Context: an optimization exercise on an open-source flow, tuned for small area, a short achievable clock period and few clock cycles. The choices shown serve that exercise and are no tape-out recipe.
Function was checked by simulation only, so behaviour that the tests miss may differ from the original.
No activity file was given, so power comes from the tool's default toggle rates.

## flow/design.v

```verilog
`timescale 1ns / 1ps
package gmdfs_pkg;
	localparam int GRID_ROWS  = 8;
	localparam int GRID_COLS  = 8;
	localparam int CELL_SLOTS = 64;
	localparam int IDX_W      = 6;
	localparam int BR_DEPTH   = CELL_SLOTS / 2;
	localparam logic CMD_LOAD = 1'b0;
	localparam logic CMD_RUN  = 1'b1;
	localparam logic [1:0] DIR_RIGHT = 2'd0;
	localparam logic [1:0] DIR_DOWN  = 2'd1;
	localparam logic [1:0] DIR_LEFT  = 2'd2;
	localparam logic [1:0] DIR_UP    = 2'd3;
endpackage
`timescale 1ns / 1ps
`timescale 1ns / 1ps
module grid_maze_dfs_path_finder (
	input  logic       clk,
	input  logic       arst_n,
	input  logic       item_valid,
	output logic       item_stall,
	input  logic       cmd,
	input  logic [2:0] cell_row,
	input  logic [2:0] cell_col,
	input  logic       blocked,
	output logic       result_valid,
	input  logic       result_stall,
	output logic       found,
	output logic [2:0] path_row,
	output logic [2:0] path_col,
	output logic       last
);
	localparam int N  = gmdfs_pkg::CELL_SLOTS;
	localparam int FD = gmdfs_pkg::BR_DEPTH - 1;    
	logic srch_q;      
	logic gw_q;        
	logic mw_q;        
	logic pend_q;      
	logic sb_q;        
	logic [7:0] xr_q;      
	logic [7:0] xc_q;      
	logic [5:0] x_bin;     
	logic outm_q;      
	logic miss_q;      
	logic ob_q;        
	logic [5:0] y_q;
	logic rv_q;        
	logic last_q;      
	logic [7:0] yr_q;      
	logic [7:0] yc_q;      
	logic [N-1:0] wall_q;
	logic [N-1:0] vis_q;
	logic [1:0]   par0_q [N];
	logic [1:0]   par1_q [N];
	logic       tos_v_q;
	logic [5:0] tos_b_q;
	logic [2:0] tos_m_q;   
	logic [4:0] fp_q;
	logic [8:0] stk_q [FD];
	logic item_acc;
	logic res_acc;
	logic done;
	logic run_acc;
	logic load_acc;
	logic start;
	logic out_free;
	assign result_valid = rv_q;
	assign found        = outm_q;
	assign path_row     = y_q[5:3];
	assign path_col     = y_q[2:0];
	assign last         = last_q;
	assign item_stall   = pend_q;
	assign item_acc = item_valid && !item_stall;
	assign res_acc  = result_valid && !result_stall;
	assign done     = res_acc && last;
	assign run_acc  = item_acc && cmd == gmdfs_pkg::CMD_RUN;
	assign load_acc = item_acc && cmd == gmdfs_pkg::CMD_LOAD;
	assign start    = (run_acc || pend_q) && !srch_q && !((gw_q || mw_q) && !out_free);
	assign out_free = !result_valid || done;
	logic s_cr;
	logic s_cd;
	assign s_cr = !wall_q[1] && !(wall_q[2] && wall_q[9]);
	assign s_cd = !wall_q[8] && !(wall_q[16] && wall_q[9]);
	logic [N-1:0] dec;
	logic [N-1:0] free;
	logic [N-1:0] dend;
	logic [N-1:0] okc;     
	logic [N-1:0] f_r;
	logic [N-1:0] f_d;
	logic [N-1:0] f_l;
	logic [N-1:0] f_u;
	logic [N-1:0] nv;
	logic [1:0]   nv_dir [N];
	for (genvar k = 0; k < N; k++) begin : g_cell
		localparam int R = k / 8;
		localparam int C = k % 8;
		logic from_l;   
		logic from_r;
		logic from_u;
		logic from_d;
		assign dec[k]  = xr_q[R] && xc_q[C];
		assign free[k] = !vis_q[k];
		assign dend[k] = (k != N - 1) &&
			((C == 7) || vis_q[(C != 7) ? k + 1 : k]) &&
			((R == 7) || vis_q[(R != 7) ? k + 8 : k]) &&
			((C == 0) || vis_q[(C != 0) ? k - 1 : k]) &&
			((R == 0) || vis_q[(R != 0) ? k - 8 : k]);
		assign okc[k]  = free[k] && !dend[k];
		assign f_r[k]  = (C != 7) ? okc[(C != 7) ? k + 1 : k] : 1'b0;
		assign f_d[k]  = (R != 7) ? okc[(R != 7) ? k + 8 : k] : 1'b0;
		assign f_l[k]  = (C != 0) ? okc[(C != 0) ? k - 1 : k] : 1'b0;
		assign f_u[k]  = (R != 0) ? okc[(R != 0) ? k - 8 : k] : 1'b0;
		assign from_l  = (C != 0) ? dec[(C != 0) ? k - 1 : k] : 1'b0;
		assign from_r  = (C != 7) ? dec[(C != 7) ? k + 1 : k] : 1'b0;
		assign from_u  = (R != 0) ? dec[(R != 0) ? k - 8 : k] : 1'b0;
		assign from_d  = (R != 7) ? dec[(R != 7) ? k + 8 : k] : 1'b0;
		assign nv[k]   = srch_q && free[k] && (from_l || from_r || from_u || from_d);
		assign nv_dir[k] = from_l ? gmdfs_pkg::DIR_LEFT :
			from_u ? gmdfs_pkg::DIR_UP :
			from_r ? gmdfs_pkg::DIR_RIGHT : gmdfs_pkg::DIR_DOWN;
	end
	logic c_r;
	logic c_d;
	logic c_l;
	logic c_u;
	logic any;
	logic [2:0] rem;
	logic [7:0] rs_r;
	logic [7:0] rs_d;
	logic [7:0] rs_l;
	logic [7:0] rs_u;
	for (genvar r = 0; r < 8; r++) begin : g_rs
		assign rs_r[r] = xr_q[r] && |(xc_q & f_r[r*8 +: 8]);
		assign rs_d[r] = xr_q[r] && |(xc_q & f_d[r*8 +: 8]);
		assign rs_l[r] = xr_q[r] && |(xc_q & f_l[r*8 +: 8]);
		assign rs_u[r] = xr_q[r] && |(xc_q & f_u[r*8 +: 8]);
	end
	assign c_r = |rs_r;
	assign c_d = |rs_d;
	assign c_l = |rs_l;
	assign c_u = |rs_u;
	assign any = c_r || c_d || c_l || c_u;
	assign rem = {c_l && c_u, c_d && (c_l || c_u), c_r && (c_d || c_l || c_u)};
	assign x_bin = {|(xr_q & 8'hf0), |(xr_q & 8'hcc), |(xr_q & 8'haa),
		|(xc_q & 8'hf0), |(xc_q & 8'hcc), |(xc_q & 8'haa)};
	logic [5:0] t_nx;
	logic [2:0] tos_m_left;
	logic       push;
	logic       take;
	logic       pop;
	always_comb begin
		if (tos_m_q[2]) begin
			t_nx       = {tos_b_q[5:3], tos_b_q[2:0] - 3'd1};
			tos_m_left = {1'b0, tos_m_q[1:0]};
		end else if (tos_m_q[1]) begin
			t_nx       = {tos_b_q[5:3] + 3'd1, tos_b_q[2:0]};
			tos_m_left = {2'b00, tos_m_q[0]};
		end else begin
			t_nx       = {tos_b_q[5:3], tos_b_q[2:0] + 3'd1};
			tos_m_left = 3'b000;
		end
	end
	assign push = srch_q && (rem != 3'b000);
	assign take = srch_q && !any && tos_v_q;
	assign pop  = take && (tos_m_left == 3'b000);
	logic goal_nx;
	logic dead;
	logic hand_goal;
	logic hand_miss;
	logic at_67;
	logic at_76;
	logic t_goal;
	assign at_67  = xr_q[6] && xc_q[7];
	assign at_76  = xr_q[7] && xc_q[6];
	assign t_goal = (tos_b_q == 6'd55 && tos_m_q[1]) ||
		(tos_b_q == 6'd62 && tos_m_q == 3'b001);
	assign goal_nx = (at_67 && c_d && !c_l && !c_u) || (at_76 && c_r && !c_l && !c_u) ||
		(!any && tos_v_q && t_goal);
	assign dead     = !any && !tos_v_q;
	assign hand_goal = gw_q && out_free;
	assign hand_miss = mw_q && out_free;
	logic [1:0] pd;
	logic [5:0] y_par;
	logic [7:0] pr0;
	logic [7:0] pr1;
	logic [15:0] ysel;
	assign ysel = {yc_q & {8{ob_q}}, yc_q & {8{!ob_q}}};
	for (genvar r = 0; r < 8; r++) begin : g_pr
		always_comb begin
			pr0[r] = 1'b0;
			pr1[r] = 1'b0;
			for (int c = 0; c < 8; c++) begin
				pr0[r] = pr0[r] | (ysel[c] & par0_q[r*8 + c][0]) | (ysel[8 + c] & par1_q[r*8 + c][0]);
				pr1[r] = pr1[r] | (ysel[c] & par0_q[r*8 + c][1]) | (ysel[8 + c] & par1_q[r*8 + c][1]);
			end
		end
	end
	assign pd = {|(yr_q & pr1), |(yr_q & pr0)};
	logic [7:0] yr_par;
	logic [7:0] yc_par;
	always_comb begin
		case (pd)
			gmdfs_pkg::DIR_RIGHT: begin
				y_par  = {y_q[5:3], y_q[2:0] + 3'd1};
				yr_par = yr_q;
				yc_par = {yc_q[6:0], 1'b0};
			end
			gmdfs_pkg::DIR_DOWN: begin
				y_par  = {y_q[5:3] + 3'd1, y_q[2:0]};
				yr_par = {yr_q[6:0], 1'b0};
				yc_par = yc_q;
			end
			gmdfs_pkg::DIR_LEFT: begin
				y_par  = {y_q[5:3], y_q[2:0] - 3'd1};
				yr_par = yr_q;
				yc_par = {1'b0, yc_q[7:1]};
			end
			default: begin
				y_par  = {y_q[5:3] - 3'd1, y_q[2:0]};
				yr_par = {1'b0, yr_q[7:1]};
				yc_par = yc_q;
			end
		endcase
	end
	always_ff @(posedge clk or negedge arst_n) begin
		if (!arst_n) begin
			srch_q <= 1'b0;
			gw_q   <= 1'b0;
			mw_q   <= 1'b0;
			pend_q <= 1'b0;
			outm_q <= 1'b0;
			miss_q <= 1'b0;
			rv_q   <= 1'b0;
		end else begin
			srch_q <= (start && (s_cr || s_cd)) || (srch_q && !goal_nx && !dead);
			gw_q   <= (srch_q && goal_nx) || (gw_q && !out_free);
			mw_q   <= (srch_q && dead) || (start && !s_cr && !s_cd) || (mw_q && !out_free);
			pend_q <= (pend_q || run_acc) && !start;
			outm_q <= hand_goal || (outm_q && !done);
			miss_q <= hand_miss || (miss_q && !done);
			rv_q   <= hand_goal || hand_miss || (rv_q && !done);
		end
	end
	logic [7:0] xr_top;
	logic [7:0] xc_top;
	logic [7:0] tr_oh;
	logic [7:0] tc_oh;
	always_comb begin
		if (c_u) begin
			xr_top = {1'b0, xr_q[7:1]};
			xc_top = xc_q;
		end else if (c_l) begin
			xr_top = xr_q;
			xc_top = {1'b0, xc_q[7:1]};
		end else if (c_d) begin
			xr_top = {xr_q[6:0], 1'b0};
			xc_top = xc_q;
		end else begin
			xr_top = xr_q;
			xc_top = {xc_q[6:0], 1'b0};
		end
	end
	assign tr_oh = 8'(1) << t_nx[5:3];
	assign tc_oh = 8'(1) << t_nx[2:0];
	always_ff @(posedge clk) begin
		if (start) begin
			xr_q <= s_cd ? 8'h02 : 8'h01;
			xc_q <= s_cd ? 8'h01 : 8'h02;
		end else begin
			xr_q <= any ? xr_top : tr_oh;
			xc_q <= any ? xc_top : tc_oh;
		end
	end
	always_ff @(posedge clk) begin
		if (hand_goal) begin
			y_q  <= 6'd63;
			last_q <= 1'b0;
			yr_q <= 8'h80;
			yc_q <= 8'h80;
		end else if (hand_miss) begin
			y_q  <= 6'd0;
			last_q <= 1'b1;
			yr_q <= 8'h01;
			yc_q <= 8'h01;
		end else if (outm_q && res_acc) begin
			y_q  <= {|(yr_par & 8'hf0), |(yr_par & 8'hcc), |(yr_par & 8'haa),
				|(yc_par & 8'hf0), |(yc_par & 8'hcc), |(yc_par & 8'haa)};
			yr_q <= yr_par;
			last_q <= yr_par[0] && yc_par[0];
			yc_q <= yc_par;
		end
	end
	always_ff @(posedge clk or negedge arst_n) begin
		if (!arst_n) begin
			ob_q <= 1'b0;
			sb_q <= 1'b0;
		end else if (hand_goal) begin
			ob_q <= sb_q;
			sb_q <= !sb_q;
		end
	end
	always_ff @(posedge clk or negedge arst_n) begin
		if (!arst_n) wall_q <= '0;
		else if (load_acc) wall_q[{cell_row, cell_col}] <= blocked;
	end
	always_ff @(posedge clk) begin
		if (start) vis_q <= wall_q | N'(64'h103);
		else vis_q <= vis_q | nv;
	end
	for (genvar k = 0; k < N; k++) begin : g_par
		logic       we;
		logic [1:0] wd;
		always_comb begin
			we = nv[k];
			wd = nv_dir[k];
			if (k == 1 && start) begin
				we = 1'b1;
				wd = gmdfs_pkg::DIR_LEFT;
			end else if (k == 8 && start) begin
				we = 1'b1;
				wd = gmdfs_pkg::DIR_UP;
			end
		end
		logic wb;
		if (k == 1 || k == 8) begin : g_wb
			assign wb = start ? (sb_q ^ hand_goal) : sb_q;
		end else begin : g_wb
			assign wb = sb_q;
		end
		always_ff @(posedge clk) begin
			if (we && !wb) par0_q[k] <= wd;
			if (we && wb) par1_q[k] <= wd;
		end
	end
	always_ff @(posedge clk) begin
		if (start) begin
			tos_v_q <= s_cr && s_cd;
			tos_b_q <= 6'd0;
			tos_m_q <= 3'b001;
			fp_q    <= '0;
		end else if (push) begin
			tos_v_q <= 1'b1;
			tos_b_q <= x_bin;
			tos_m_q <= rem;
			if (tos_v_q) fp_q <= fp_q + 5'd1;
		end else if (take) begin
			if (!pop) begin
				tos_m_q <= tos_m_left;
			end else if (fp_q != '0) begin
				{tos_b_q, tos_m_q} <= stk_q[fp_q - 5'd1];
				fp_q <= fp_q - 5'd1;
			end else begin
				tos_v_q <= 1'b0;
			end
		end
	end
	always_ff @(posedge clk) begin
		stk_q[fp_q] <= {tos_b_q, tos_m_q};
	end
endmodule
```

## flow/run.sh

```bash
#!/bin/bash
# synth_recipe.tcl (not shown) runs the flow's synth.tcl, then flattens the netlist and writes it again
# the make line also repeats each setting of config.mk as NAME=value (left out here)
make -C /OpenROAD-flow-scripts/flow DESIGN_CONFIG=/design/flow/config.mk WORK_HOME=/design/flow/orfs CLKGATE_MAP_FILE= SYNTH_SCRIPT=/design/flow/synth_recipe.tcl finish
```

## flow/config.mk

```make
export PLATFORM = sky130hd
export DESIGN_NAME = grid_maze_dfs_path_finder
export DESIGN_NICKNAME = grid_maze_dfs_path_finder
export VERILOG_FILES = /design/flow/design.v
export SDC_FILE = /design/flow/constraint.sdc
export NUM_CORES = 4
export LEC_CHECK = 0
export CAP_MARGIN = 20
export CORE_MARGIN = 2
export CORE_UTILIZATION = 50
export SETUP_SLACK_MARGIN = 4
export SLEW_MARGIN = 20
```

## flow/constraint.sdc

```tcl
create_clock -name core_clock -period 7.0 [get_ports {clk}]
set_input_delay 1.4000 -clock core_clock [delete_from_list [all_inputs] [get_ports {clk}]]
set_output_delay 1.4000 -clock core_clock [all_outputs]
set_load 0.01 [all_outputs]
```

==> impl_metrics.json, run 1 <==
{
  "finalSetupTns_ns": 0,
  "maxCapViolCount": 0,
  "path_clk_slew_ns": 0.06,
  "placed_area_mm2": 0.0338,
  "numPortBuffers": 21,
  "grt_pass1_wl_um": 159000,
  "critPathLaunch": "yc_q[3]",
  "ant_nets": 0,
  "reg2reg_depth": 9,
  "cellPowerDensity_mw_per_mm2": 261,
  "num_rows": 94,
  "clockBufferDepth": 3,
  "min_path_type": "reg2reg",
  "drive_gt1_share_pct": 21.6,
  "ys.flop_type": "edfxtp_1",
  "hold_start": "wall_q[55]",
  "initial_core_util_pct": 50.4,
  "antenna_found_initial": 1,
  "areaGrowthSynthToFinish_pct": 18.6,
  "syn_nets": 2818,
  "grt_pass1_vias": 24000,
  "reg2reg_to": "y_q[1]",
  "cts_root_buf": "clkbuf_16",
  "fmax_mhz": 321,
  "die_x_um": 261,
  "wl_um": 111000,
  "tightest_slew_ns": 1.14,
  "synth.distinct_cells": 71,
  "rsz0062_at_grt": "yes",
  "setup_violations": 0,
  "ys_seq_area_share_pct": 61.6,
  "hold-path-cell-count": 2,
  "avgViaCountPerCell": 6.76,
  "firstDrtPassIters": 8,
  "hpwl_um": 70200,
  "fp.dieH_um": 261,
  "hold_path_end": "vis_q[55]",
  "skew_ns": 0.0333,
  "synth_edf_count": 550,
  "yosysWarnings": 4,
  "finalWeightedCongestion": 0.925,
  "fin_area_mm2": 0.0392,
  "worst_ep_required_time_ns": 7.50,
  "avgSynthCellArea_um2": 11.8,
  "syn_inst": 2794,
  "crit_fanout": 36,
  "slew_headroom_pct": 24.0,
  "min_period_ns": 3.11,
  "vias": 25500,
  "arrival_ns": 3.62,
  "nNetsFinal": 2871,
  "syn_area_mm2": 0.0330,
  "grt_max_degree": 61,
  "cp-end-kind": "flip-flop",
  "finalHoldWorstSlack_ns": 0.486,
  "drc": 0,
  "avgRoutedWirePerCell_um": 29.4,
  "layout_setup_ws_ns": 3.89,
  "slew_violations": 0,
  "outcome": "finished clean",
  "clk_latency_ns": 0.64,
  "finalHoldViolCount": 0,
  "p_leak_nw": 13.7,
  "cts_tree": "built",
  "numCtsBuffers": 79,
  "ir_worst_vdd_mv": 0.272,
  "core_mm2": 0.0655,
  "ys_seq_elements": 722,
  "ioPinCount": 22,
  "die-area_mm2": 0.0681,
  "crit_path_start_kind": "flip-flop",
  "grt_overflow": 0,
  "first_iter_violations": 3843,
  "async_flop_share_pct": 9.83,
  "grt_usage_pct": 31.8,
  "r2r-start": "yc_q[3]",
  "r2r_slack_ns": 3.89,
  "cts.sinks": 722,
  "critPathKind": "reg2reg",
  "cts_max_level": 3,
  "finalCritPeriodShare_pct": 44.5,
  "place_ws_ns": 2.75
}
power breakdown:
group / switching, mW / internal, mW / total [mW]
logic: 0.659 / 0.356 / 1.01
registers: 0.0909 / 4.67 / 4.76
clock network: 1.78 / 2.66 / 4.44
total: 2.53 / 7.69 / 10.2
flip-flops by register name (all words and copies together), names as in the netlist:
name,count
vis_q,64
xc_q,8
gw_q,1
yc_q,8
last_q,1
sb_q,1
pend_q,1
tos_b_q,6
xr_q,8
rv_q,1
fp_q,5
outm_q,1
srch_q,1
par1_q,127
stk_q,279
par0_q,127
wall_q,63
tos_m_q,3
yr_q,8
mw_q,1
tos_v_q,1
ob_q,1
y_q,6
kinds of logic (layout without fill, tap and decap cells):
kind of cell             after synthesis  in the layout  share of synthesized area, %
XOR/XNOR                              12             12                         0.318
AO/OA/AOI/OAI                        695            697                          14.8
other                                  0              1                             0
multiplexers                         132            132                          6.87
adder cells (fa/ha/maj)               12             12                         0.455
buffers and inverters                330            440                          4.05
AND/OR/NAND/NOR                      891            899                          11.9
flip-flops                           722            722                          61.6
routing by layer:
layer	GRT usage [%]	wire length, µm	share of wire [%]	up-vias
li1	-	-	-	10800
met1	47.3	45100	41	12700
met2	46.4	47900	43	1725
met3	7.60	13800	12	316
met4	9.63	4090	3.7	4
met5	0	144	0.13	-
synthesized netlist by cell type (55+ instances only):
| library cell | instances | area share (%) |
|---|---|---|
| a21oi_1 | 121 | 1.8 |
| dfxtp_1 | 101 | 6.1 |
| inv_1 | 100 | 1.1 |
| clkbuf_1 | 143 | 1.6 |
| mux4_2 | 72 | 4.9 |
| dfrtp_1 | 71 | 5.4 |
| nand3_1 | 55 | 0.83 |
| nor3_1 | 146 | 2.2 |
| nor2_1 | 188 | 2.1 |
| nand2_1 | 392 | 4.5 |
| edfxtp_1 | 550 | 50 |
| a22o_1 | 75 | 2.0 |
| a22oi_1 | 106 | 2.4 |
| o21ai_0 | 102 | 1.5 |
cell usage in the layout (no fill, tap or decap), types with 72 or more instances in the layout:
| cell type | n |
|---|---|
| inv_1 | 98 |
| buf_4 | 118 |
| a22oi_1 | 98 |
| a22o_1 | 75 |
| nor3_1 | 140 |
| a21oi_1 | 112 |
| o21ai_0 | 85 |
| nor2_1 | 157 |
| mux4_2 | 72 |
| edfxtp_1 | 550 |
| nand2_1 | 377 |
| clkbuf_16 | 87 |
stage by stage:
step	power (mW)	instances	util, %
global placement	5.66	3499	51.6
finish	10.2	3779	59.8
detailed placement	5.67	3501	51.7
CTS	10.1	3708	57.7
global route	10.5	3778	59.8
floorplan	5.36	2794	-
worst max-delay path by stage:
stage	end	slack, ns	cells after the start
finish	y_q[1]	3.89	9
global route	tos_m_q[2]	3.78	13
CTS	y_q[4]	3.95	10
detailed placement	y_q[4]	2.75	10
global placement	y_q[1]	2.74	9
floorplan	wall_q[33]	3.95	10
cell type report:
type	count	area, µm²
Tap cell	864	1080
Fill cell	5139	26400
Multi-Input combinational cell	1752	12400
Antenna cell	1	2.50
Clock inverter	49	612
Timing Repair Buffer	192	2070
Sequential cell	722	20400
Clock buffer	99	2160
Inverter	100	383
repair_timing:
item	CTS	global route
endpoints found under the hold margin	0	0
gates resized for setup	176	174
endpoints found under the setup margin	337	210
cloned	10	11
buffers inserted	49	59
hold buffers	0	0
pin swaps	25	51
worst max-delay path: stages (launching register included):
cell      delay (ns)
dfxtp_1         0.30
buf_6           0.23
a222oi_1        0.53
nand4_1         0.21
nand3_2         0.18
nand3_1         0.22
or4_4           0.54
or4_4           0.44
a221oi_2        0.22
o21ai_1         0.09
Testbench counts, summed over its fixed seeds: cycles 18,071.
==> run 2, diff against run 1 <==
--- a/flow/config.mk
+++ b/flow/config.mk
@@ -7,6 +7,6 @@
 export LEC_CHECK = 0
 export CAP_MARGIN = 20
 export CORE_MARGIN = 2
-export CORE_UTILIZATION = 50
+export CORE_UTILIZATION = 40
 export SETUP_SLACK_MARGIN = 4
 export SLEW_MARGIN = 20
==> run 2 against run 1 <==
  * Still clean on timing, DRC and antenna
  * Routed wire length shrank 1.5%
  * Synthesized cell count is the same
  * Sequential power is essentially flat
  * Clock skew grew 0.0079 ns
  * Non-clock buffer count grew 5
  * Flip-flop and latch count is the same
  * Global-route usage shrank 7.0 points
  * Fmax grew 1.4%
  * Clock power shrank 7.9%
  * Largest cell class unchanged
  * Highest routed layer unchanged
==> impl_metrics.json, run 2 <==
{
  "outcome": "finished clean",
  "crit_path_start_kind": "flip-flop",
  "syn_inst": 2794,
  "rsz0062_at_grt": "yes",
  "num_rows": 105,
  "r2r-start": "ob_q",
  "synth.distinct_cells": 71,
  "synth_compound_gate_area_share_pct": 14.8,
  "yosys.area.top_type": "edfxtp_1",
  "finalSetupTns_ns": 0,
  "layout_commonest_cell": "edfxtp_1",
  "hold_start": "y_q[0]",
  "cellPowerDensity_mw_per_mm2": 253,
  "grt_pass1_vias": 24100,
  "synthTopCellsByArea": "edfxtp_1 (50%), dfxtp_1 (6.1%), dfrtp_1 (5.4%)",
  "drc": 0,
  "fp.dieH_um": 291,
  "synth_edf_count": 550,
  "ys_seq_area_share_pct": 61.6,
  "fmax_mhz": 326,
  "top_register": "stk_q",
  "finalCritPeriodShare_pct": 43.8,
  "firstDrtPassIters": 13,
  "async_flop_share_pct": 9.83,
  "grt_overflow": 0,
  "reg_top3": "stk_q: 279 flops, par0_q: 127 flops, par1_q: 127 flops",
  "avgRoutedWirePerCell_um": 27.5,
  "synth_top_family_by_area": "compound AO/OA/AOI/OAI gates",
  "crit_fanout": 7,
  "nNetsFinal": 2869,
  "yosysWarnings": 4,
  "r2r_slack_ns": 3.93,
  "avgViaCountPerCell": 6.41,
  "min_period_ns": 3.07,
  "hpwl_um": 71100,
  "critPathKind": "reg2reg",
  "setup_violations": 0,
  "clk_latency_ns": 0.65,
  "placed_area_mm2": 0.0341,
  "reg2reg_depth": 11,
  "tightest_slew_ns": 1.02,
  "clockBufferDepth": 3,
  "numPortBuffers": 21,
  "ys_seq_elements": 722,
  "finalHoldViolCount": 0,
  "numCtsBuffers": 74,
  "grt_pass1_wl_um": 158000,
  "cts_root_buf": "clkbuf_16",
  "reg2reg_to": "y_q[2]",
  "yosysMostFrequentCell": "edfxtp_1",
  "slew_headroom_pct": 32.0,
  "diodes": 0,
  "arrival_ns": 3.58,
  "yosys.area_share.simple_pct": 11.9,
  "first_iter_violations": 4137,
  "synth_top_area_share_pct": 50.0,
  "syn_nets": 2818,
  "ioPinCount": 22,
  "critPathLaunch": "ob_q",
  "synth_mux_area_share_pct": 6.87,
  "grt_usage_pct": 24.8,
  "core_mm2": 0.0818,
  "cts_max_level": 3,
  "ant_nets": 0,
  "avgSynthCellArea_um2": 11.8,
  "cts.sinks": 722,
  "syn_area_mm2": 0.0330,
  "slew_violations": 0,
  "vias": 25500,
  "cp-end-kind": "flip-flop",
  "ys.flop_type": "edfxtp_1",
  "largest_reg_flops": 279,
  "mostFrequentLayoutCells": "edfxtp_1 (550), nand2_1 (381), nor2_1 (163)",
  "ir_worst_vdd_mv": 0.150,
  "synth-xor-area-share_pct": 0.318,
  "skew_ns": 0.0412,
  "die-area_mm2": 0.0848,
  "areaGrowthSynthToFinish_pct": 18.1,
  "antenna_found_initial": 3,
  "wl_um": 109000,
  "fin_area_mm2": 0.0390,
  "worst_ep_required_time_ns": 7.51,
  "grt_max_degree": 66,
  "cts_tree": "built",
  "p_leak_nw": 13.5,
  "maxCapViolCount": 0,
  "hold_path_end": "y_q[0]",
  "synth-adder-area-share_pct": 0.455,
  "drive_gt1_share_pct": 21.0,
  "ys_top_cells_by_count": "edfxtp_1 (550), nand2_1 (392), nor2_1 (188), nor3_1 (146), clkbuf_1 (143)",
  "hold-path-cell-count": 2,
  "min_path_type": "reg2reg",
  "path_clk_slew_ns": 0.06,
  "initial_core_util_pct": 40.3,
  "finalWeightedCongestion": 0.977,
  "die_x_um": 291
}
-- run 2: cell counts after synthesis --
No cell type changed its count.
-- run 2: area by class of cell --
cell class | count | area, µm²
Timing Repair Buffer | 197 | 2010
Multi-Input combinational cell | 1750 | 12300
Inverter | 100 | 383
Fill cell | 7205 | 42900
Sequential cell | 722 | 20500
Clock inverter | 48 | 586
Tap cell | 1070 | 1340
Clock buffer | 90 | 1940
-- run 2: kinds of logic (layout without fill, tap and decap cells) --
family,after synthesis,count (layout)
xor+xnor,12,12
simple gates,891,898
flops,722,722
buf+inv,330,435
compound gates,695,696
fa+ha+maj,12,12
mux,132,132
-- run 2: layer usage --
layer | global-route usage (%) | routed length, µm
met1 | 35.5 | 43200
met2 | 35.7 | 46600
met3 | 8.08 | 15600
met4 | 7.56 | 3980
met5 | 0 | 38
-- run 2: worst max-delay path by stage --
stage	end	cells past startpoint
2_1_floorplan	wall_q[33]	10
3_3_place_gp	par0_q[8][0]	7
3_5_place_dp	par0_q[8][1]	7
4_1_cts	y_q[2]	11
5_1_grt	y_q[1]	12
6_report	y_q[2]	11
-- run 2: where the power goes --
part	internal (mW)	leakage, nW	switching, mW
Clock	2.34	1.23	1.74
Combinational	0.345	6.09	0.674
Sequential	4.67	6.13	0.0917
Total	7.36	13.5	2.51
-- run 2: what timing repair did --
item                                    CTS  global route
gates cloned                              6             9
gates resized for setup                 210           124
pin swaps                                21            44
hold buffers                              0             0
hold endpoints to repair                  0             0
buffers inserted                         50            70
endpoints found under the setup margin  346           153
-- run 2: worst max-delay path: stages, from the launching register on --
cell and delay, ns:
dfrtp_2 0.46, buf_12 0.18, mux2i_4 0.24, nor2b_2 0.07
o41ai_4 0.46, o21ai_2 0.12, buf_4 0.18, or4_4 0.49
mux2_2 0.32, mux2i_1 0.16, and3_1 0.18, o21ai_1 0.06
-- run 2: stage by stage --
| stage | utilization, % | total power, mW | hold WS, ns | setup slack, ns | std cells |
|---|---|---|---|---|---|
| after CTS | 46.2 | 9.82 | 0.474 | 3.92 | 3898 |
| final | 47.6 | 9.87 | 0.483 | 3.93 | 3977 |
| after global routing | 47.6 | 10.1 | 0.522 | 3.89 | 3977 |
| after floorplan | - | 5.36 | 0.438 | 3.95 | 2794 |
| after global placement | 41.6 | 5.68 | 0.470 | 2.58 | 3704 |
| after detailed placement | 41.6 | 5.69 | 0.474 | 2.52 | 3704 |
==> run 3, diff against run 2 <==
--- a/flow/config.mk
+++ b/flow/config.mk
@@ -10,3 +10,4 @@
 export CORE_UTILIZATION = 40
 export SETUP_SLACK_MARGIN = 4
 export SLEW_MARGIN = 20
+export TNS_END_PERCENT = 100
==> run 3 against run 2 <==
  * Core utilization stayed put
  * Final area stayed put
  * Global-route usage stayed put
  * Count of clock-buffer cells in the layout stayed put
  * Clock skew stayed put
  * Hold slack stayed put
  * Power stayed put
  * Worst setup slack stayed put
  * Synthesized area stayed put
  * Critical path type unchanged
==> impl_metrics.json, run 3 <==
{
  "outcome": "finished clean",
  "synth.distinct_cells": 71,
  "mostFrequentLayoutCells": "edfxtp_1 (550), nand2_1 (381), nor2_1 (163)",
  "seq_area_mm2": 0.0205,
  "avgSynthCellArea_um2": 11.8,
  "fp.dieH_um": 291,
  "ys_seq_elements": 722,
  "top_register": "stk_q",
  "crit_path_start_kind": "flip-flop",
  "cts_tree": "built",
  "power_frac_seq_pct": 48.3,
  "grt_overflow": 0,
  "min_period_ns": 3.07,
  "synth_top_area_share_pct": 50.0,
  "dp_cells": 3704,
  "cts_root_buf": "clkbuf_16",
  "rsz0062_at_grt": "yes",
  "initial_core_util_pct": 40.3,
  "path_clk_slew_ns": 0.06,
  "p_leak_nw": 13.5,
  "arrival_ns": 3.58,
  "cts_max_level": 3,
  "finalCritPeriodShare_pct": 43.8,
  "finalWeightedCongestion": 0.977,
  "grt_pass1_wl_um": 158000,
  "maxCapViolCount": 0,
  "wl_um": 109000,
  "drc": 0,
  "cp-end-kind": "flip-flop",
  "slew_violations": 0,
  "tightest_slew_ns": 1.02,
  "clockPowerShare_pct": 41.4,
  "ioPinCount": 22,
  "met2_wirelength_um": 46600,
  "path_delay_family": "simple AND/OR/NAND/NOR gates",
  "r2r_slack_ns": 3.93,
  "ys.flop_type": "edfxtp_1",
  "diodes": 0,
  "clockBufferDepth": 3,
  "avgViaCountPerCell": 6.41,
  "path_buf_inv": 2,
  "syn_area_mm2": 0.0330,
  "drive_gt1_share_pct": 21.0,
  "placed_area_mm2": 0.0341,
  "ir_worst_vdd_mv": 0.150,
  "yosys.area.top_type": "edfxtp_1",
  "num_rows": 105,
  "core_mm2": 0.0818,
  "vias": 25500,
  "fin_area_mm2": 0.0390,
  "numPortBuffers": 21,
  "syn_inst": 2794,
  "crit_chain": "buf_12, mux2i_4, nor2b_2, o41ai_4, o21ai_2, buf_4, or4_4, mux2_2, mux2i_1, and3_1, o21ai_1",
  "cp_slowest_cell": "or4_4",
  "skew_ns": 0.0412,
  "worst_ep_required_time_ns": 7.51,
  "combPwrFrac_pct": 10.3,
  "reg_top3": "stk_q: 279 flops, par0_q: 127 flops, par1_q: 127 flops",
  "finish.utilization_pct": 47.6,
  "hpwl_um": 71100,
  "nFillCells": 7205,
  "dr_wl_met3_um": 15600,
  "synth_edf_count": 550,
  "numCtsBuffers": 74,
  "ant_nets": 0,
  "largest_reg_flops": 279,
  "antenna_found_initial": 3,
  "max_stage_delay_ns": 0.49,
  "ys_seq_area_share_pct": 61.6,
  "stdcell_count": 3977,
  "firstDrtPassIters": 13,
  "syn_nets": 2818,
  "place_ws_ns": 2.52,
  "areaGrowthSynthToFinish_pct": 18.1,
  "ys_top_cells_by_count": "edfxtp_1 (550), nand2_1 (392), nor2_1 (188), nor3_1 (146), clkbuf_1 (143)",
  "synthTopCellsByArea": "edfxtp_1 (50%), dfxtp_1 (6.1%), dfrtp_1 (5.4%)",
  "die_x_um": 291,
  "grt_max_degree": 66,
  "yosysMostFrequentCell": "edfxtp_1",
  "multiInputGateArea_mm2": 0.0123,
  "cellPowerDensity_mw_per_mm2": 253,
  "avgRoutedWirePerCell_um": 27.5,
  "wl_met1_um": 43200,
  "min_path_type": "reg2reg",
  "finalSetupTns_ns": 0,
  "cts.sinks": 722,
  "setup_violations": 0,
  "sw_frac_of_total_pct": 25.4,
  "async_flop_share_pct": 9.83,
  "layout_setup_ws_ns": 3.93,
  "layout_commonest_cell": "edfxtp_1",
  "p_sw_mw": 2.51,
  "intPower_mw": 7.36,
  "grt_pass1_vias": 24100,
  "finalHoldViolCount": 0,
  "slew_headroom_pct": 32.0,
  "critPathKind": "reg2reg",
  "first_iter_violations": 4137,
  "nNetsFinal": 2869,
  "die-area_mm2": 0.0848,
  "clk_latency_ns": 0.65,
  "fmax_mhz": 326,
  "dr.max_layer_used": "met5",
  "yosysWarnings": 4,
  "crit_fanout": 7,
  "grt_usage_pct": 24.8
}
[run 3: cell counts after synthesis]
Identical to the previous run, type by type.
[run 3: timing repair]
item / 4_1_cts / 5_1_grt
pin swaps: 21 / 44
setup endpoints to repair: 346 / 153
gates resized for setup: 210 / 124
setup buffers: 50 / 70
gates cloned: 6 / 9
hold buffers: 0 / 0
endpoints found under the hold margin: 0 / 0
[run 3: power by group through the flow]
| stage | combinational, mW | sequential [mW] | clock, mW |
|---|---|---|---|
| after floorplan | 0.549 | 4.81 | 0 |
| after global placement | 0.791 | 4.89 | 0 |
| after detailed placement | 0.799 | 4.89 | 0 |
| after CTS | 0.918 | 4.77 | 4.13 |
| after global routing | 1.07 | 4.76 | 4.29 |
| final | 1.02 | 4.76 | 4.09 |
[run 3: metal layers]
metal	vias up	GRT usage, %
li1	10800	-
met1	12500	35.5
met2	1873	35.7
met3	340	8.08
met4	6	7.56
met5	-	0
[run 3: area by class of cell]
type	count	share of cell area [%]
flip-flops and latches	722	52.5
multi-input cells	1750	31.4
repair buffers	197	5.15
clock buffers	90	4.96
well taps	1070	3.43
clock inverters	48	1.50
inverters	100	0.982
[run 3: metrics by stage]
stage               power (mW)  hold slack [ns]
detailed placement        5.69            0.474
global placement          5.68            0.470
floorplan                 5.36            0.438
global route              10.1            0.522
finish                    9.87            0.483
CTS                       9.82            0.474
[run 3: worst reg2reg max path, stage by stage (launching register included)]
cell and delay (ns):
dfrtp_2 0.46, buf_12 0.18, mux2i_4 0.24, nor2b_2 0.07
o41ai_4 0.46, o21ai_2 0.12, buf_4 0.18, or4_4 0.49
mux2_2 0.32, mux2i_1 0.16, and3_1 0.18, o21ai_1 0.06
[run 3: final timing paths]
check,start,end,depth (start not counted)
setup / recovery,ob_q,y_q[2],11
hold / removal,y_q[0],y_q[0],2
setup reg to reg,ob_q,y_q[2],11
hold reg to reg,y_q[0],y_q[0],2
max in group asynchronous,arst_n,srch_q,2
min in group asynchronous,arst_n,sb_q,1
[run 3: cells by family (layout without fill, tap and decap cells)]
kind of cell / count (synthesis) / after routing / synth area share [%]
and+or+nand+nor: 891 / 898 / 11.9
DFF: 722 / 722 / 61.6
AOI/OAI and AO/OA: 695 / 696 / 14.8
buffers and inverters: 330 / 435 / 4.05
muxes: 132 / 132 / 6.87
adders and majority gates: 12 / 12 / 0.455
xor gates and xnor gates: 12 / 12 / 0.318
==> run 4, diff against run 3 <==
--- a/flow/config.mk
+++ b/flow/config.mk
@@ -8,6 +8,6 @@
 export CAP_MARGIN = 20
 export CORE_MARGIN = 2
 export CORE_UTILIZATION = 40
+export PLACE_DENSITY = 0.7
 export SETUP_SLACK_MARGIN = 4
 export SLEW_MARGIN = 20
-export TNS_END_PERCENT = 100
==> run 4 against run 3 <==
  * Critical path type unchanged
  * Non-clock buffer count shrank 6
  * Die area is the same
  * Combinational power hardly changed
  * Largest power group unchanged
  * Still clean
  * Critical endpoint is now tos_b_q[1]
  * Hold slack gained 0.0013 ns
  * Routed wire length decreased by 3.9%
  * Critical path depth unchanged
  * Synthesized area did not move
  * Sequential share of layout area down 0.56 points
  * Power rose by 2.4%
  * Count of clock-buffer cells in the layout is 7 higher
==> impl_metrics.json, run 4 <==
{
  "outcome": "finished clean",
  "arrival_ns": 3.75,
  "skew_ns": 0.0281,
  "path_delay_family": "simple AND/OR/NAND/NOR gates",
  "clockPowerShare_pct": 43.0,
  "min_period_ns": 3.17,
  "cp_slowest_cell": "a22oi_2",
  "core_mm2": 0.0818,
  "r2r-start": "xc_q[0]",
  "power_frac_seq_pct": 46.9,
  "worst_ep_required_time_ns": 7.58,
  "ctsHoldBuffers": 0,
  "avgSynthCellArea_um2": 11.8,
  "combPwrFrac_pct": 10.1,
  "slew_headroom_pct": 35.1,
  "finalCritPeriodShare_pct": 45.3,
  "yosysWarnings": 4,
  "initial_core_util_pct": 40.3,
  "top_register": "stk_q",
  "intPower_mw": 7.58,
  "syn_inst": 2794,
  "crit_chain": "buf_6, buf_12, buf_4, a22oi_1, nand4_1, a22oi_2, and4b_4, and4_4, nand2_8, mux2_4, a21oi_2",
  "ant_nets": 0,
  "p_sw_mw": 2.53,
  "areaGrowthSynthToFinish_pct": 19.2,
  "grt_overflow": 0,
  "critPathKind": "reg2reg",
  "reg2reg_to": "tos_b_q[1]",
  "cts_root_buf": "clkbuf_16",
  "sw_frac_of_total_pct": 25.0,
  "numCtsBuffers": 76,
  "yosysMostFrequentCell": "edfxtp_1",
  "maxCapViolCount": 0,
  "async_flop_share_pct": 9.83,
  "syn_area_mm2": 0.0330,
  "cts_max_level": 3,
  "path_depth": 11,
  "yosys.area.top_type": "edfxtp_1",
  "r2r_slack_ns": 3.83,
  "min_path_type": "reg2reg",
  "hpwl_um": 64400,
  "nNetsFinal": 2863,
  "cts_tree": "built",
  "first_iter_violations": 4337,
  "largest_reg_flops": 279,
  "ys_seq_area_share_pct": 61.6,
  "finalSetupTns_ns": 0,
  "synth_compound_gate_area_share_pct": 14.8,
  "cts.sinks": 722,
  "reg_top3": "stk_q: 279 flops, par0_q: 127 flops, par1_q: 127 flops",
  "rsz0062_at_grt": "yes",
  "ir_worst_vdd_mv": 0.229,
  "firstDrtPassIters": 12,
  "fp.dieH_um": 291,
  "yosys.area_share.simple_pct": 11.9,
  "synth.distinct_cells": 71,
  "tightest_slew_ns": 0.970,
  "drive_gt1_share_pct": 21.4,
  "synth-adder-area-share_pct": 0.455,
  "antenna_found_initial": 7,
  "ys_seq_elements": 722,
  "finalWeightedCongestion": 0.980,
  "crit_fanout": 7,
  "synth_top_family_by_area": "compound AO/OA/AOI/OAI gates",
  "path_clk_slew_ns": 0.06,
  "numPortBuffers": 21,
  "stdcell_count": 3974,
  "ys.flop_type": "edfxtp_1",
  "finalHoldWorstSlack_ns": 0.484,
  "setup_violations": 0,
  "synth_top_area_share_pct": 50.0,
  "wl_um": 105000,
  "grt_usage_pct": 23.4,
  "drc": 0,
  "avgViaCountPerCell": 6.46,
  "synth_mux_area_share_pct": 6.87,
  "grt_max_degree": 117,
  "reg2reg_depth": 11,
  "cellPowerDensity_mw_per_mm2": 257,
  "num_rows": 105,
  "die_x_um": 291,
  "clk_latency_ns": 0.65,
  "vias": 25700,
  "slew_violations": 0,
  "clockBufferDepth": 3,
  "p_leak_nw": 13.6,
  "grt_pass1_wl_um": 151000,
  "crit_end": "tos_b_q[1]",
  "ioPinCount": 22,
  "syn_nets": 2818,
  "die-area_mm2": 0.0848,
  "ys_top_cells_by_count": "edfxtp_1 (550), nand2_1 (392), nor2_1 (188), nor3_1 (146), clkbuf_1 (143)",
  "fmax_mhz": 315,
  "crit_path_start_kind": "flip-flop",
  "path_buf_inv": 3,
  "avgRoutedWirePerCell_um": 26.5,
  "mostFrequentLayoutCells": "edfxtp_1 (550), nand2_1 (380), nor2_1 (165)",
  "synth-xor-area-share_pct": 0.318,
  "max_stage_delay_ns": 0.48,
  "critPathLaunch": "xc_q[0]",
  "synthTopCellsByArea": "edfxtp_1 (50%), dfxtp_1 (6.1%), dfrtp_1 (5.4%)",
  "grt_pass1_vias": 23800,
  "cp-end-kind": "flip-flop",
  "total_power_mw": 10.1,
  "synth_edf_count": 550,
  "finalHoldViolCount": 0,
  "layout_commonest_cell": "edfxtp_1",
  "dp_cells": 3706
}
-- run 4: cells by family after synthesis --
kind of cell,count (synthesis)
AND/OR/NAND/NOR,891
flip-flops,722
AO/OA/AOI/OAI,695
buffers and inverters,330
multiplexers,132
XOR/XNOR,12
adder cells (fa/ha/maj),12
-- run 4: worst min path at each step --
stage                          start         end  slack [ns]  depth (start not counted)
after global placement    wall_q[27]   vis_q[27]        0.47                          2
after CTS                       sb_q        ob_q        0.48                          2
after detailed placement  wall_q[22]   vis_q[22]        0.47                          2
final                           sb_q        ob_q        0.48                          2
after floorplan           wall_q[12]   vis_q[12]        0.44                          2
after global routing      wall_q[50]  wall_q[50]        0.51                          1
-- run 4: layout make-up --
type                       instances  area (µm²)
antenna                            1        2.50
clock buffer                      97        2080
clock inverter                    45         657
fill                            6929       42500
inverter                         100         383
multi-input combinational       1748       12300
sequential                       722       20400
tap                             1070        1340
timing repair buffer             191        2160
-- run 4: power groups by stage --
stage / Combinational (mW) / Sequential [mW] / Clock (mW)
after global routing: 1.07 / 4.74 / 4.55
after detailed placement: 0.791 / 4.86 / 0
final: 1.02 / 4.74 / 4.34
after floorplan: 0.549 / 4.81 / 0
after CTS: 0.913 / 4.74 / 4.38
after global placement: 0.783 / 4.86 / 0
-- run 4: worst reg2reg max path: cells and delay by family, from the launching register on --
family | cells | cell delay, ns
and+or+nand+nor | 4 | 1.12
AOI/OAI and AO/OA | 3 | 0.79
buffers and inverters | 3 | 0.43
DFF | 1 | 0.41
muxes | 1 | 0.34
-- run 4: repair_timing --
item,in CTS,in global routing
endpoints found under the setup margin,344,176
buffers inserted,48,58
pin swaps,20,47
gates cloned,8,11
hold endpoints to repair,0,0
resized for setup,183,167
-- run 4: routing by layer --
metal	global-route usage (%)	vias up	share of wire, %
li1	-	10700	-
met3	6.63	457	14
met5	0	-	0.065
met4	8.93	12	4.8
met2	34.9	2125	43
met1	32.3	12400	38
-- run 4: per-stage QoR --
stage                     instance area, µm²  util [%]  worst slack, ns
after global routing                   39300      48.1             3.74
after CTS                              38100      46.5             3.91
after detailed placement               34100      41.6             2.75
after floorplan                        33100         -             3.95
final                                  39400      48.1             3.83
after global placement                 34100      41.6             2.77
==> run 5, diff against run 4 <==
--- a/flow/config.mk
+++ b/flow/config.mk
@@ -7,7 +7,6 @@
 export LEC_CHECK = 0
 export CAP_MARGIN = 20
 export CORE_MARGIN = 2
-export CORE_UTILIZATION = 40
-export PLACE_DENSITY = 0.7
+export CORE_UTILIZATION = 35
 export SETUP_SLACK_MARGIN = 4
 export SLEW_MARGIN = 20
==> run 5 against run 4 <==
  * Still clean on timing, DRC and antenna
  * Cell count up 4.5%
  * Synthesized cell count unchanged
  * Core utilization down 6.0 points
  * Routed wire length up 2.4%
  * Register-to-register slack better by 0.03 ns
  * Non-clock buffer count down 6
  * Synthesized area unchanged
  * Combinational power about the same
  * Sequential power about the same
  * First-iteration DRC count down 9.1%
  * Fmax up 0.82%
  * Final area down 0.17%
  * Critical path type unchanged
  * Critical endpoint is now y_q[1]
==> impl_metrics.json, run 5 <==
{
  "syn_nets": 2818,
  "hold_start": "wall_q[13]",
  "crit_fanout": 6,
  "cp-end-kind": "flip-flop",
  "yosysWarnings": 4,
  "synth_mux_area_share_pct": 6.87,
  "path_clk_slew_ns": 0.06,
  "cellPowerDensity_mw_per_mm2": 252,
  "ir_worst_vdd_mv": 0.157,
  "cp_slowest_cell": "or4_4",
  "clk_latency_ns": 0.65,
  "initial_core_util_pct": 35.4,
  "firstDrtPassIters": 9,
  "async_flop_share_pct": 9.83,
  "skew_ns": 0.0285,
  "ant_nets": 0,
  "clockPowerShare_pct": 41.7,
  "avgSynthCellArea_um2": 11.8,
  "arrival_ns": 3.68,
  "crit_chain": "buf_12, buf_4, a222oi_1, nand3_1, a32o_1, a211oi_4, nand3_2, or4_4, a221oi_2, o21ai_1",
  "tightest_slew_ns": 1.01,
  "combPwrFrac_pct": 10.6,
  "place_ws_ns": 2.89,
  "slew_headroom_pct": 32.4,
  "min_path_type": "reg2reg",
  "mostFrequentLayoutCells": "edfxtp_1 (550), nand2_1 (380), nor2_1 (162)",
  "synth-adder-area-share_pct": 0.455,
  "synth.distinct_cells": 71,
  "num_rows": 112,
  "synth_top_area_share_pct": 50.0,
  "grt_pass1_vias": 23600,
  "finalCritPeriodShare_pct": 44.9,
  "layout_commonest_cell": "edfxtp_1",
  "synth_edf_count": 550,
  "p_sw_mw": 2.53,
  "stdcell_count": 4154,
  "drc": 0,
  "numPortBuffers": 21,
  "avgViaCountPerCell": 6.00,
  "grt_pass1_wl_um": 155000,
  "yosysMostFrequentCell": "edfxtp_1",
  "cts_tree": "built",
  "sw_frac_of_total_pct": 25.5,
  "avgRoutedWirePerCell_um": 25.9,
  "core_mm2": 0.0933,
  "min_period_ns": 3.15,
  "vias": 24900,
  "critPathKind": "reg2reg",
  "synthTopCellsByArea": "edfxtp_1 (50%), dfxtp_1 (6.1%), dfrtp_1 (5.4%)",
  "max_stage_delay_ns": 0.52,
  "yosys.area_share.simple_pct": 11.9,
  "maxCapViolCount": 0,
  "intPower_mw": 7.39,
  "dp_cells": 3892,
  "die-area_mm2": 0.0968,
  "fp.dieH_um": 311,
  "grt_max_degree": 92,
  "power_frac_seq_pct": 47.7,
  "synth_compound_gate_area_share_pct": 14.8,
  "ioPinCount": 22,
  "cts.sinks": 722,
  "cts_max_level": 3,
  "finalSetupTns_ns": 0,
  "synth_top_family_by_area": "compound AO/OA/AOI/OAI gates",
  "grt_usage_pct": 21.0,
  "nNetsFinal": 2858,
  "rsz0062_at_grt": "yes",
  "finish.utilization_pct": 42.1,
  "fmax_mhz": 318,
  "p_leak_nw": 13.5,
  "wl_um": 108000,
  "path_delay_family": "compound AO/OA/AOI/OAI gates",
  "path_buf_inv": 2,
  "antenna_found_initial": 6,
  "top_register": "stk_q",
  "setup_violations": 0,
  "areaGrowthSynthToFinish_pct": 19.0,
  "ys_top_cells_by_count": "edfxtp_1 (550), nand2_1 (392), nor2_1 (188), nor3_1 (146), clkbuf_1 (143)",
  "yosys.area.top_type": "edfxtp_1",
  "clockBufferDepth": 3,
  "largest_reg_flops": 279,
  "numCtsBuffers": 78,
  "drive_gt1_share_pct": 20.4,
  "first_iter_violations": 3942,
  "grt_overflow": 0,
  "finalHoldWorstSlack_ns": 0.486,
  "synth-xor-area-share_pct": 0.318,
  "outcome": "finished clean",
  "placed_area_mm2": 0.0343,
  "ys.flop_type": "edfxtp_1",
  "reg_top3": "stk_q: 279 flops, par0_q: 127 flops, par1_q: 127 flops",
  "hpwl_um": 68000,
  "ys_seq_area_share_pct": 61.6,
  "total_power_mw": 9.92,
  "cts_root_buf": "clkbuf_16",
  "ys_seq_elements": 722,
  "r2r-start": "yc_q[3]",
  "die_x_um": 311,
  "syn_inst": 2794,
  "crit_path_start_kind": "flip-flop",
  "finalWeightedCongestion": 0.921,
  "layout_setup_ws_ns": 3.85,
  "fin_area_mm2": 0.0393,
  "finalHoldViolCount": 0,
  "syn_area_mm2": 0.0330,
  "critPathLaunch": "yc_q[3]",
  "slew_violations": 0,
  "worst_ep_required_time_ns": 7.53
}
[run 5: per-layer routing]
layer | up-vias | GRT usage [%] | routed length (µm)
met5 | - | 0 | 73
met3 | 284 | 5.79 | 12800
met4 | 12 | 6.91 | 3790
li1 | 10800 | - | -
met2 | 1562 | 31.7 | 47700
met1 | 12300 | 29.1 | 43300
[run 5: final cells by class]
cell class                 count  area (µm²)
fill                        8640       54000
sequential                   722       20500
multi-input combinational   1747       12200
timing repair buffer         185        2090
clock buffer                 106        2090
tap                         1254        1570
clock inverter                39         453
inverter                     100         379
antenna                        1        2.50
[run 5: path summary, 6_finish.rpt]
kind / end / slack [ns] / cells past startpoint
max: y_q[1] / 3.85 / 10
max reg2reg: y_q[1] / 3.85 / 10
min in group asynchronous: mw_q / 0.58 / 1
min reg2reg: vis_q[13] / 0.49 / 2
max in group asynchronous: pend_q / 5.21 / 2
min: vis_q[13] / 0.49 / 2
[run 5: cell families after synthesis]
| family | count (synthesis) |
|---|---|
| and+or+nand+nor | 891 |
| DFF | 722 |
| AOI/OAI and AO/OA | 695 |
| buffers and inverters | 330 |
| muxes | 132 |
| xor gates and xnor gates | 12 |
| adders and majority gates | 12 |
[run 5: what timing repair did]
action	CTS	global route
gates resized for setup	179	157
gates cloned	5	16
hold buffers	0	0
buffers inserted	32	63
setup endpoints to repair	334	191
pin swaps	19	56
[run 5: power groups by stage]
stage                     registers [mW]  clock network, mW  logic, mW
after global placement              4.85                  0      0.823
after CTS                           4.73               4.17      0.930
after detailed placement            4.85                  0      0.825
after global routing                4.73               4.34       1.11
after floorplan                     4.81                  0      0.549
final                               4.73               4.13       1.05
[run 5: tightest hold or removal path: stages (launching register included)]
cell and delay [ns]:
dfrtp_1 0.36, nand2_1 0.05, o21ai_0 0.06
==> run 6, diff against run 5 <==
--- a/flow/config.mk
+++ b/flow/config.mk
@@ -7,6 +7,6 @@
 export LEC_CHECK = 0
 export CAP_MARGIN = 20
 export CORE_MARGIN = 2
-export CORE_UTILIZATION = 35
-export SETUP_SLACK_MARGIN = 4
+export CORE_UTILIZATION = 45
+export SETUP_SLACK_MARGIN = 4.2
 export SLEW_MARGIN = 20
==> run 6 against run 5 <==
  * Flip-flop and latch count is the same
  * Worst setup slack lost 0.11 ns
  * Hold slack lost 0.0081 ns
  * Die area shrank 22%
  * Critical path type unchanged
  * Critical endpoint is now y_q[4]
  * Highest routed layer is now met4
==> impl_metrics.json, run 6 <==
{
  "setup_violations": 0,
  "cts_tree": "built",
  "arrival_ns": 3.82,
  "min_path_type": "reg2reg",
  "avgSynthCellArea_um2": 11.8,
  "ys_top_cells_by_count": "edfxtp_1 (550), nand2_1 (392), nor2_1 (188), nor3_1 (146), clkbuf_1 (143)",
  "synthTopCellsByArea": "edfxtp_1 (50%), dfxtp_1 (6.1%), dfrtp_1 (5.4%)",
  "ir_worst_vdd_mv": 0.202,
  "min_period_ns": 3.25,
  "finalWeightedCongestion": 0.972,
  "reg_top3": "stk_q: 279 flops, par0_q: 127 flops, par1_q: 127 flops",
  "cts_root_buf": "clkbuf_16",
  "grt_max_degree": 83,
  "cp_slowest_cell": "or4_4",
  "tightest_slew_ns": 1.17,
  "hpwl_um": 71700,
  "cp-end-kind": "flip-flop",
  "drive_gt1_share_pct": 22.7,
  "critPathKind": "reg2reg",
  "clk_latency_ns": 0.64,
  "synth.distinct_cells": 71,
  "avgRoutedWirePerCell_um": 29.1,
  "finalSetupTns_ns": 0,
  "critPathLaunch": "yc_q[5]",
  "nNetsFinal": 2885,
  "crit_path_start_kind": "flip-flop",
  "cts_max_level": 3,
  "syn_nets": 2818,
  "r2r-start": "yc_q[5]",
  "p_leak_nw": 13.5,
  "ctsHoldBuffers": 0,
  "finalHoldViolCount": 0,
  "hold_start": "wall_q[61]",
  "top_register": "stk_q",
  "yosys.area.top_type": "edfxtp_1",
  "fp.dieH_um": 275,
  "fmax_mhz": 307,
  "synth_top_area_share_pct": 50.0,
  "areaGrowthSynthToFinish_pct": 18.8,
  "crit_top_cell": "nand2_1",
  "mostFrequentLayoutCells": "edfxtp_1 (550), nand2_1 (376), nor2_1 (155)",
  "crit_chain": "buf_12, a22o_1, a221oi_2, nand3_1, o211ai_1, nand2_1, buf_6, buf_4, or4_4, nand2_1, nor3_1, o211a_1, o21ai_1",
  "numCtsBuffers": 76,
  "grt_pass1_vias": 24700,
  "core_mm2": 0.0728,
  "syn_area_mm2": 0.0330,
  "synth_edf_count": 550,
  "maxCapViolCount": 0,
  "ys_seq_area_share_pct": 61.6,
  "grt_usage_pct": 29.5,
  "outcome": "finished clean",
  "nFillCells": 6052,
  "max_stage_delay_ns": 0.60,
  "ys_seq_elements": 722,
  "worst_ep_required_time_ns": 7.57,
  "die_x_um": 275,
  "rsz0062_at_grt": "yes",
  "clockBufferDepth": 3,
  "crit_fanout": 6,
  "initial_core_util_pct": 45.3,
  "yosysMostFrequentCell": "edfxtp_1",
  "slew_violations": 0,
  "antenna_found_initial": 0,
  "first_iter_violations": 4420,
  "finalHoldWorstSlack_ns": 0.478,
  "avgViaCountPerCell": 6.61,
  "finalCritPeriodShare_pct": 46.5,
  "async_flop_share_pct": 9.83,
  "ioPinCount": 22,
  "syn_inst": 2794,
  "slew_headroom_pct": 21.6,
  "grt_overflow": 0,
  "numPortBuffers": 21,
  "wl_um": 113000,
  "drc": 0,
  "yosysWarnings": 4,
  "die-area_mm2": 0.0755,
  "layout_commonest_cell": "edfxtp_1",
  "vias": 25600,
  "grt_pass1_wl_um": 164000,
  "ant_nets": 0,
  "firstDrtPassIters": 8,
  "largest_reg_flops": 279,
  "cts.sinks": 722,
  "num_rows": 99,
  "cellPowerDensity_mw_per_mm2": 245,
  "path_clk_slew_ns": 0.06,
  "ys.flop_type": "edfxtp_1",
  "skew_ns": 0.0332
}
## run 6: cell types whose count changed in the layout (fill, tap and decap cells not counted), moves of 8 or more
| cell | change |
|---|---|
| clkbuf_16 | -9 |
| o21ai_0 | -11 |
| nor2_2 | +9 |
| buf_6 | +18 |
| buf_4 | +12 |
| a21oi_1 | -8 |
## run 6: final cells by class
type	count	area, µm²	share of cell area, %
Inverter	100	390	0.996
Clock inverter	34	262	0.667
Sequential cell	722	20400	52.1
Timing Repair Buffer	208	2240	5.71
Antenna cell	1	2.50	0.00638
Tap cell	959	1200	3.06
Clock buffer	100	2050	5.22
Multi-Input combinational cell	1753	12600	32.2
## run 6: where the power goes
group          internal (mW)  switching [mW]
combinational          0.373           0.717
sequential              4.67          0.0834
clock                   2.08            1.70
total                   7.12            2.50
## run 6: through the flow
stage | setup WS [ns] | total power [mW] | cells | instance area, µm² | utilization, %
after floorplan | 4.15 | 5.37 | 2794 | 33300 | -
after global placement | 2.94 | 5.69 | 3599 | 34100 | 46.8
after detailed placement | 2.88 | 5.70 | 3599 | 34100 | 46.8
after CTS | 3.81 | 9.56 | 3848 | 38400 | 52.8
after global routing | 3.68 | 9.88 | 3876 | 39200 | 53.8
final | 3.75 | 9.62 | 3877 | 39200 | 53.8
## run 6: logic make-up after synthesis
kind of cell / after synthesis / share of synthesized area, %
buffers and inverters: 330 / 4.05
flip-flops: 722 / 61.6
AND/OR/NAND/NOR: 891 / 11.9
AO/OA/AOI/OAI: 695 / 14.8
XOR/XNOR: 12 / 0.318
adder cells (fa/ha/maj): 12 / 0.455
multiplexers: 132 / 6.87
## run 6: worst max-delay path, delay by kind of cell (launching register included)
kind            cells  cell delay (ns)
compound gates      5             1.24
simple gates        5             1.16
buf+inv             3             0.44
flops               1             0.35
## run 6: worst paths after layout
check / end / slack, ns / depth (start not counted)
worst min register to register: vis_q[61] / 0.48 / 2
worst max-delay path: y_q[4] / 3.75 / 13
worst min-delay path: vis_q[61] / 0.48 / 2
max in group asynchronous: pend_q / 5.23 / 2
worst max register to register: y_q[4] / 3.75 / 13
min in group asynchronous: mw_q / 0.60 / 1
## run 6: timing repair
| item | CTS | global route |
|---|---|---|
| endpoints found under the setup margin | 350 | 185 |
| resized for setup | 265 | 114 |
| pin swaps | 62 | 40 |
| setup buffers | 98 | 25 |
| cloned | 17 | 2 |
## run 6: metal layers
layer  GRT usage [%]  up-vias  routed length (µm)  part of all wire (%)
li1                -    10800                   -                     -
met4            9.17        0                3660                   3.2
met1            42.6    12600               45500                    40
met3            9.82      308               15800                    14
met5               0        -                   0                     0
met2            42.1     1895               47700                    42

## afterwards: timing with drivers on the ports
Ports are ideal in the flow. The routed layouts listed here were re-timed in OpenROAD. Step 1 (the two cells are an assumption about what drives the block):
set clk [get_ports {clk}]
set_driving_cell -lib_cell sky130_fd_sc_hd__clkbuf_16 $clk
set_driving_cell -lib_cell sky130_fd_sc_hd__buf_2 [delete_from_list [all_inputs] $clk]
Step 2 moves the port delays by t, midway between the first and last clock arrival at a register: inputs arrive t later, outputs are due t later. That takes back most of the time a late clock gives input paths. a / b / c = ideal ports / drivers / drivers and shift; a / b = the first two.
| run | t (ns) | slack for setup (ns) | hold slack, ns | worst setup path after step 2 | pins driven straight from the clock port |
|---|---|---|---|---|---|
| run 1 | 0.694 | 3.887 / 3.887 / 3.396 | 0.486 / 0.486 / 0.486 | input to register | 1 |
| run 2 | 0.698 | 3.931 / 3.931 / 3.434 | 0.483 / 0.483 / 0.483 | input to register | 1 |
| run 3 | 0.698 | 3.931 / 3.931 / 3.434 | 0.483 / 0.483 / 0.483 | input to register | 1 |
| run 4 | 0.701 | 3.828 / 3.828 / 3.329 | 0.484 / 0.484 / 0.484 | input to register | 1 |
| run 5 | 0.705 | 3.854 / 3.854 / 3.411 | 0.486 / 0.486 / 0.486 | input to register | 1 |
| run 6 | 0.689 | 3.746 / 3.746 / 3.433 | 0.478 / 0.478 / 0.478 | input to register | 1 |
After both steps setup and hold are still met in every run listed. The setup slack of run 4, which loses most, moves by 0.000 ns with the drivers and by -0.499 ns with both steps.
